Source: an optimization exercise on an open RTL-to-GDS flow (aim: small area, a short achievable clock period and few clock cycles). Production flows keep margins and buffers that such runs may drop. In this exercise RTL edits were held to simulation tests only and were not proved equivalent to the original.

==> raven <==
==> flow/design.v (excerpt) <==
module two_rate_three_color_meter_core (
  input  logic                                clk,
  input  logic                                rst,
  input  logic                                cfg_we,
  input  logic [trtcm_pkg::CfgIdxW-1:0]       cfg_index,
  input  logic [trtcm_pkg::WordW-1:0]         cfg_data,
  input  logic                                s_tvalid,
  output logic                                s_tready,
  input  logic [trtcm_pkg::InDataW-1:0]       s_tdata,   
  output logic                                m_tvalid,
  input  logic                                m_tready,
  output logic [trtcm_pkg::OutDataW-1:0]      m_tdata    
);
  localparam int W  = trtcm_pkg::WordW;
  localparam int LW = trtcm_pkg::LenW;
  localparam int QD = 7;                  
  logic [W-1:0] peak_period, peak_rate, comm_period, comm_rate, peak_burst, comm_burst;
  logic         count_bytes;
  logic [W-1:0] cfg_wd;
  assign cfg_wd = rst ? '0 : cfg_data;
  always_ff @(posedge clk) begin
    if (rst || (cfg_we && cfg_index == trtcm_pkg::CFG_PEAK_PERIOD)) peak_period <= cfg_wd;
    if (rst || (cfg_we && cfg_index == trtcm_pkg::CFG_PEAK_RATE))   peak_rate   <= cfg_wd;
    if (rst || (cfg_we && cfg_index == trtcm_pkg::CFG_COMM_PERIOD)) comm_period <= cfg_wd;
    if (rst || (cfg_we && cfg_index == trtcm_pkg::CFG_COMM_RATE))   comm_rate   <= cfg_wd;
  ...
clock: 11.0 ns
lec_check: 0
cap_margin: 20
core_margin: 2
core_utilization: 40
setup_slack_margin: 5
slew_margin: 20
run.sh (not shown) runs the stock make flow with config.mk's settings and CLKGATE_MAP_FILE= SYNTH_SCRIPT=/design/flow/synth_recipe.tcl, a recipe that flattens the netlist after the stock synthesis.
==> inputs of onyx, as changes to raven <==
--- a/flow/design.v
+++ b/flow/design.v
@@ -50,22 +50,20 @@
   input  logic                 start,      
   input  logic                 zmode,      
   input  trtcm_pkg::word_t     delta,
   input  trtcm_pkg::word_t     period,
   input  trtcm_pkg::word_t     rate,
-  input  trtcm_pkg::word_t     burst,
   output logic                 busy,
   output trtcm_pkg::word_t     prod,
   output logic                 prod_sat
 );
   localparam int W = trtcm_pkg::WordW;
-  localparam logic [2:0] B_DONE = 3'd0;
-  localparam logic [2:0] B_ADD  = 3'd1;
-  localparam logic [2:0] B_GROW = 3'd2;
-  localparam logic [2:0] B_DIV  = 3'd3;
-  localparam logic [2:0] B_LD   = 3'd4;
-  logic [2:0]   bst;
+  localparam logic [1:0] B_DONE = 2'd0;
+  localparam logic [1:0] B_ADD  = 2'd1;
+  localparam logic [1:0] B_GROW = 2'd2;
+  localparam logic [1:0] B_DIV  = 2'd3;
+  logic [1:0]   bst;
   logic [5:0]   lvl;
   logic [W-1:0] rem, dv, acc;
   logic         asat;
   logic [FW-1:0] pp3;
   always_ff @(posedge clk) begin
@@ -73,20 +71,11 @@
   end
   logic [FW:0]   fe;
   logic [FW+1:0] a0, a1, a2, a3, a4, b1, b2, b3;
   logic          ge0, ge1, ge2, ge3, ge4, gb1, gb2, gb3;
   logic          fast;
-  logic          ld, ld_ok;
-  logic [FW-1:0] dl, rl;
-  always_ff @(posedge clk) begin
-    if (rst) ld <= 1'b0;
-    else     ld <= (bst == B_GROW && lvl == '0 && ld_ok) ||
-                   (bst == B_LD && lvl != '0);
-  end
-  assign dl = ld ? {{(FW-2){1'b0}}, dv[W-1:W-2]} : delta[FW-1:0];
-  assign rl = ld ? {rem[FW-3:0], 2'b00} : rem[FW-1:0];
-  assign fe = {1'b0, dl} + {1'b0, rl};
+  assign fe = {1'b0, delta[FW-1:0]} + {1'b0, rem[FW-1:0]};
   assign a0 = {1'b0, fe} - {2'b0, period[FW-1:0]};
   assign a1 = {1'b0, fe} - {1'b0, period[FW-1:0], 1'b0};
   assign a2 = {1'b0, fe} - {period[FW-1:0], 2'b0};
   assign a3 = {1'b0, fe} - {period[FW-2:0], 3'b0};
   assign a4 = {1'b0, fe} - {period[FW-3:0], 4'b0};
@@ -105,15 +94,13 @@
                 (period[W-1:FW-3] == '0) && !ge4 && !zmode;
   logic [W:0]   dsub;
   logic         fits, fits4;
   logic [W:0]   hsum;
   logic [W-1:0] ha, hb;
-  logic         ge_dv4;
-  trtcm_add #(.N(W)) u_dsub (.a(rem), .b(~dv), .ci(1'b1), .s(dsub[W-1:0]), .co(fits));
-  assign dsub[W] = ~fits;
-  trtcm_add #(.N(W)) u_dv4 (.a(rem), .b(~{dv[W-5:0], 4'b0}), .ci(1'b1), .s(), .co(ge_dv4));
-  assign fits4 = (dv[W-1:W-4] == '0) && ge_dv4;
+  assign dsub  = {1'b0, rem} - {1'b0, dv};
+  assign fits  = ~dsub[W];
+  assign fits4 = (dv[W-1:W-4] == '0) && (rem >= {dv[W-5:0], 4'b0});
   always_comb begin
     if (bst == B_DONE) begin
       ha = {rate[W-2:0], 1'b0};
       hb = rate;
     end else if (bst == B_ADD) begin
@@ -122,42 +109,36 @@
     end else begin
       ha = {acc[W-2:0], 1'b0};
       hb = rate;
     end
   end
-  trtcm_add #(.N(W)) u_hsum (.a(ha), .b(hb), .ci(1'b0), .s(hsum[W-1:0]), .co(hsum[W]));
+  assign hsum = {1'b0, ha} + {1'b0, hb};
   logic [W-1:0] top2;
   logic         top2_sat;
   always_comb begin
     top2     = {rate[W-2:0], 1'b0};
     top2_sat = rate[W-1];
     if ((ge3 && gb3) || (!ge3 && ge2 && gb2) || (!ge2 && gb1)) begin
       top2     = hsum[W-1:0];
       top2_sat = rate[W-1] | hsum[W];
     end
   end
-  logic [FW:0] fsel;
-  always_comb begin
-    if (!ge0)     fsel = fe;
-    else if (ge3) fsel = gb3 ? b3[FW:0] : a3[FW:0];
-    else if (ge2) fsel = gb2 ? b2[FW:0] : a2[FW:0];
-    else if (ge1) fsel = gb1 ? b1[FW:0] : a1[FW:0];
-    else          fsel = a0[FW:0];
-  end
-  assign ld_ok = (period[W-1:FW-3] == '0) && (rate != '0) &&
-                 (burst[W-1:FW] == '0) && (rem[W-1:32] != '0);
   always_ff @(posedge clk) begin
     if (rst) begin
       bst <= B_DONE;
       rem <= '0;
     end else if (start) begin
       dv   <= !fast ? delta : ge3 ? {period[W-2:0], 1'b0} : period;
       lvl  <= ge3 ? 6'd1 : 6'd0;
       acc  <= !ge0 ? '0 : ge1 ? top2 : rate;
       asat <= ge1 & top2_sat;
       if (fast) begin
-        rem <= W'(fsel);
+        if (!ge0)     rem <= W'(fe);
+        else if (ge3) rem <= W'(gb3 ? b3[FW:0] : a3[FW:0]);
+        else if (ge2) rem <= W'(gb2 ? b2[FW:0] : a2[FW:0]);
+        else if (ge1) rem <= W'(gb1 ? b1[FW:0] : a1[FW:0]);
+        else          rem <= W'(a0[FW:0]);
         if (ge2) bst <= B_DIV;
       end else begin
         bst <= B_ADD;
       end
     end else begin
@@ -169,22 +150,11 @@
           dv  <= period;
           lvl <= '0;
           bst <= zmode ? B_DONE : B_GROW;
         end
         B_GROW: begin
-          if (lvl == '0 && ld_ok) begin
-            rem  <= '0;
-            asat <= 1'b1;
-            bst  <= B_LD;
-            if (rem[W-1:48] == '0) begin
-              dv  <= {rem[W-17:0], 16'b0};
-              lvl <= 6'd23;
-            end else begin
-              dv  <= rem;
-              lvl <= 6'd31;
-            end
-          end else if (fits4) begin
+          if (fits4) begin
             dv  <= {dv[W-5:0], 4'b0};
             lvl <= lvl + 6'd4;
           end else if (fits) begin
             if (dv[W-1]) begin
               bst <= B_DIV;
@@ -211,16 +181,10 @@
           end
           dv  <= {1'b0, dv[W-1:1]};
           lvl <= lvl - 6'd1;
           if (lvl == '0) bst <= B_DONE;
         end
-        B_LD: begin
-          rem <= W'(fsel);
-          dv  <= {dv[W-3:0], 2'b00};
-          lvl <= lvl - 6'd1;
-          if (lvl == '0) bst <= B_DONE;
-        end
         default: ;
       endcase
     end
   end
   assign busy     = (bst != B_DONE);
@@ -241,11 +205,11 @@
   localparam int W = trtcm_pkg::WordW;
   localparam int L = trtcm_pkg::LenW;
   localparam int XW = W + 3;                 
   logic [XW-1:0] a, b, np, nb, nc;
   logic [XW-1:0] s1, c1, s2, c2, s3, c3;
-  trtcm_pkg::word_t x;
+  logic [XW:0]   xs, gs, hs;
   logic         over, lt_b, lt_x;
   assign a  = {3'b0, tq};
   assign b  = {3'b0, prod};
   assign np = ~{{(XW-L){1'b0}}, pend};
   assign nb = ~{3'b0, burst};
@@ -254,53 +218,18 @@
   assign c1 = {((a & b) | (a & np) | (b & np)), 1'b0};
   assign s2 = s1 ^ c1 ^ nb;
   assign c2 = {((s1 & c1) | (s1 & nb) | (c1 & nb)), 1'b0};
   assign s3 = s1 ^ c1 ^ nc;
   assign c3 = {((s1 & c1) | (s1 & nc) | (c1 & nc)), 1'b0};
-  logic [XW-1:0] xsum, gsum, hsum;
-  trtcm_add #(.N(XW)) u_x (.a(s1), .b(c1), .ci(1'b1), .s(xsum), .co());    
-  trtcm_add #(.N(XW)) u_g (.a(s2), .b(c2), .ci(1'b1), .s(gsum), .co());    
-  trtcm_add #(.N(XW)) u_h (.a(s3), .b({c3[XW-1:1], 1'b1}), .ci(1'b1), .s(hsum), .co());  
-  assign over = sat | ~gsum[XW-1];
-  assign x    = xsum[W-1:0];
-  assign lt_x = hsum[XW-1];
+  assign xs = {s1, 1'b1} + {c1, 1'b1};             
+  assign gs = {s2, 1'b1} + {c2, 1'b1};             
+  assign hs = {s3, 1'b1} + {c3[XW-1:1], 2'b11};     
+  assign over = sat | ~gs[XW];
+  assign lt_x = hs[XW];
   assign lt_b = (burst[W-1:L] == '0) && (burst[L-1:0] < charge);
   assign lt   = over ? lt_b : lt_x;
-  assign capped = over ? burst : x;
-endmodule
-module trtcm_add #(
-  parameter int N = 64
-) (
-  input  logic [N-1:0] a,
-  input  logic [N-1:0] b,
-  input  logic         ci,
-  output logic [N-1:0] s,
-  output logic         co
-);
-  localparam int L = $clog2(N);
-  logic [N-1:0] p0, g0;
-  logic [N-1:0] gl [0:L];
-  logic [N-1:0] pl [0:L];
-  always_comb begin
-    p0 = a ^ b;
-    g0 = a & b;
-    gl[0] = g0;
-    pl[0] = p0;
-    gl[0][0] = g0[0] | (p0[0] & ci);
-    for (int l = 0; l < L; l++) begin
-      gl[l+1] = gl[l];
-      pl[l+1] = pl[l];
-      for (int i = 0; i < N; i++) begin
-        if (((i >> l) & 1) == 1) begin
-          gl[l+1][i] = gl[l][i] | (pl[l][i] & gl[l][((i >> l) << l) - 1]);
-          pl[l+1][i] = pl[l][i] & pl[l][((i >> l) << l) - 1];
-        end
-      end
-    end
-  end
-  assign s  = p0 ^ {gl[L][N-2:0], ci};
-  assign co = gl[L][N-1];
+  assign capped = over ? burst : xs[W:1];
 endmodule
 `timescale 1ns / 1ps
 module trtcm_ctrl #(
   parameter int D = 4
 ) (
@@ -354,11 +283,11 @@
   input  logic                                m_tready,
   output logic [trtcm_pkg::OutDataW-1:0]      m_tdata    
 );
   localparam int W  = trtcm_pkg::WordW;
   localparam int LW = trtcm_pkg::LenW;
-  localparam int QD = 7;                  
+  localparam int QD = 6;                  
   logic [W-1:0] peak_period, peak_rate, comm_period, comm_rate, peak_burst, comm_burst;
   logic         count_bytes;
   logic [W-1:0] cfg_wd;
   assign cfg_wd = rst ? '0 : cfg_data;
   always_ff @(posedge clk) begin
@@ -409,15 +338,13 @@
       end else if (d_take) begin
         d_v <= 1'b0;
       end
     end
   end
-  logic [W-1:0] i_delta;
-  trtcm_add #(.N(W)) u_delta (.a(i_now), .b(~nl), .ci(1'b1), .s(i_delta), .co());
   always_ff @(posedge clk) begin
     if (i_take) begin
-      d_delta <= i_delta;
+      d_delta <= i_now - nl;
       d_len   <= i_len;
       d_pass  <= peak_zero;
     end
   end
   logic [W-1:0]  prod_p, prod_c;
@@ -441,11 +368,10 @@
     .start    (d_take & ~d_pass),
     .zmode    (1'b0),
     .delta    (d_delta),
     .period   (peak_period),
     .rate     (peak_rate),
-    .burst    (peak_burst),
     .busy     (busy_p),
     .prod     (prod_p),
     .prod_sat (sat_p)
   );
   trtcm_div u_comm (
@@ -454,22 +380,18 @@
     .start    (d_take & ~d_pass),
     .zmode    (comm_zero),
     .delta    (d_delta),
     .period   (comm_period),
     .rate     (comm_rate),
-    .burst    (comm_burst),
     .busy     (busy_c),
     .prod     (prod_c),
     .prod_sat (sat_c)
   );
   logic [W-1:0]         tq_p, tq_c, cap_p, cap_c;
-  logic [LW-1:0]        chg_l, pend_p, pend_c;
-  logic                 deb_p, deb_c;
+  logic [LW-1:0]        pend_p, pend_c;
   logic                 red, yellow;
   trtcm_pkg::color_t    color;
-  assign pend_p = deb_p ? chg_l : '0;
-  assign pend_c = deb_c ? chg_l : '0;
   trtcm_dp u_dec_p (
     .tq     (tq_p),
     .pend   (pend_p),
     .prod   (prod_p),
     .sat    (sat_p),
@@ -488,48 +410,34 @@
     .lt     (yellow),
     .capped (cap_c)
   );
   always_ff @(posedge clk) begin
     if (rst) begin
-      tq_p  <= '0;
-      tq_c  <= '0;
-      deb_p <= 1'b0;
-      deb_c <= 1'b0;
+      tq_p   <= '0;
+      tq_c   <= '0;
+      pend_p <= '0;
+      pend_c <= '0;
     end else if (e_fin && !e_pass) begin
-      tq_p  <= cap_p;
-      tq_c  <= cap_c;
-      deb_p <= ~red;
-      deb_c <= ~(red | yellow);
-    end
-  end
-  always_ff @(posedge clk) begin
-    if (e_fin && !e_pass) begin
-      chg_l <= e_chg;
+      tq_p   <= cap_p;
+      tq_c   <= cap_c;
+      pend_p <= red ? '0 : e_chg;
+      pend_c <= (red || yellow) ? '0 : e_chg;
     end
   end
   assign color = e_pass ? trtcm_pkg::COLOR_GREEN :
                  red    ? trtcm_pkg::COLOR_RED   :
                  yellow ? trtcm_pkg::COLOR_YELLOW : trtcm_pkg::COLOR_GREEN;
-  trtcm_pkg::color_t c_color;
-  logic              c_v;
-  always_ff @(posedge clk) begin
-    if (rst) c_v <= 1'b0;
-    else     c_v <= e_fin;
-  end
-  always_ff @(posedge clk) begin
-    c_color <= color;
-  end
   assign pop = m_tvalid & m_tready;
   always_ff @(posedge clk) begin
     if (rst) resv <= '0;
     else     resv <= resv + 3'(s_tready & s_tvalid) - 3'(pop);
   end
   trtcm_ctrl #(.D(QD)) u_q (
     .clk     (clk),
     .rst     (rst),
-    .push    (c_v),
-    .din     (c_color),
+    .push    (e_fin),
+    .din     (color),
     .pop     (pop),
     .valid   (m_tvalid),
     .dout    (m_tdata)
   );
 endmodule
==> tab_implementation.tex <==
\begin{tabular}{lr}
\hline
Metric & Value \\
\hline
\multicolumn{2}{l}{\textbf{Global routing}} \\
\quad Total routing usage reported by global routing & 0.313 \\
\quad Global routing met1 resource utilization & 0.421 \\
\multicolumn{2}{l}{\textbf{Cells and area}} \\
\quad Finished Core Util & 0.447 \\
\multicolumn{2}{l}{\textbf{Die}} \\
\quad Standard-cell row count & roughly 200 \\
\quad Area inside the core boundary & 0.288 sq mm \\
\multicolumn{2}{l}{\textbf{Timing}} \\
\quad Relative slew slack & 0.150 \\
\multicolumn{2}{l}{\textbf{Route}} \\
\quad Routed met1 length & 198,000 um \\
\quad Via count & 108,000 \\
\multicolumn{2}{l}{\textbf{Outcome}} \\
\quad Status & no timing/DRC/antenna violations \\
\multicolumn{2}{l}{\textbf{Worst setup path}} \\
\quad Critical Path Most Common Cell & inv\_1 \\
\multicolumn{2}{l}{\textbf{Place}} \\
\quad Gp weighted congestion & slightly above 1 \\
\hline
\end{tabular}
(the above is from onyx)
==> tab_implementation.tex <==
\begin{tabular}{lr}
\hline
Metric & Value \\
\hline
\multicolumn{2}{l}{\textbf{Cells and area}} \\
\quad Finished Core Util & 0.455 \\
\multicolumn{2}{l}{\textbf{Global routing}} \\
\quad Global routing met1 resource utilization & 0.427 \\
\quad Total routing usage reported by global routing & 0.312 \\
\multicolumn{2}{l}{\textbf{Place}} \\
\quad Gp weighted congestion & $\sim$1.0 \\
\multicolumn{2}{l}{\textbf{Die}} \\
\quad Standard-cell row count & a little under 200 \\
\quad Area inside the core boundary & 0.282 sq mm \\
\multicolumn{2}{l}{\textbf{Outcome}} \\
\quad Status & no timing/DRC/antenna violations \\
\multicolumn{2}{l}{\textbf{Route}} \\
\quad Routed met1 length & 193,000 um \\
\quad Via count & roughly 100k \\
\multicolumn{2}{l}{\textbf{Timing}} \\
\quad Relative slew slack & 0.153 \\
\hline
\end{tabular}
(the above is from raven)
Testbench counts of raven, summed over its fixed seeds: cycles 2,629.
Testbench counts of onyx, summed over its fixed seeds: cycles 2,825.

re-timing with driven ports:
The results above use ideal ports. As a check the final layouts listed here were re-extracted and re-timed, cells and wires unchanged. Step 1, drivers: a clkbuf_16 drives clk and a buf_2 each remaining input, both assumed. Step 2 adds t to the input delays and takes it off the output delays; t is the mean of the earliest and latest rising clock arrival at the registers after step 1. Input paths then give back, and output paths get back, about the clock's delay inside the block. a / b / c = no drivers / after step 1 / after step 2; a / b = the first two.
| run | shift t [ns] | setup slack, ns | worst setup path at the end |
|---|---|---|---|
| raven | 0.978 | 5.023 / 4.989 / 5.023 | register to register |
| onyx | 0.943 | 5.060 / 5.060 / 5.060 | register to register |
After both steps setup and hold are still met in every run listed.
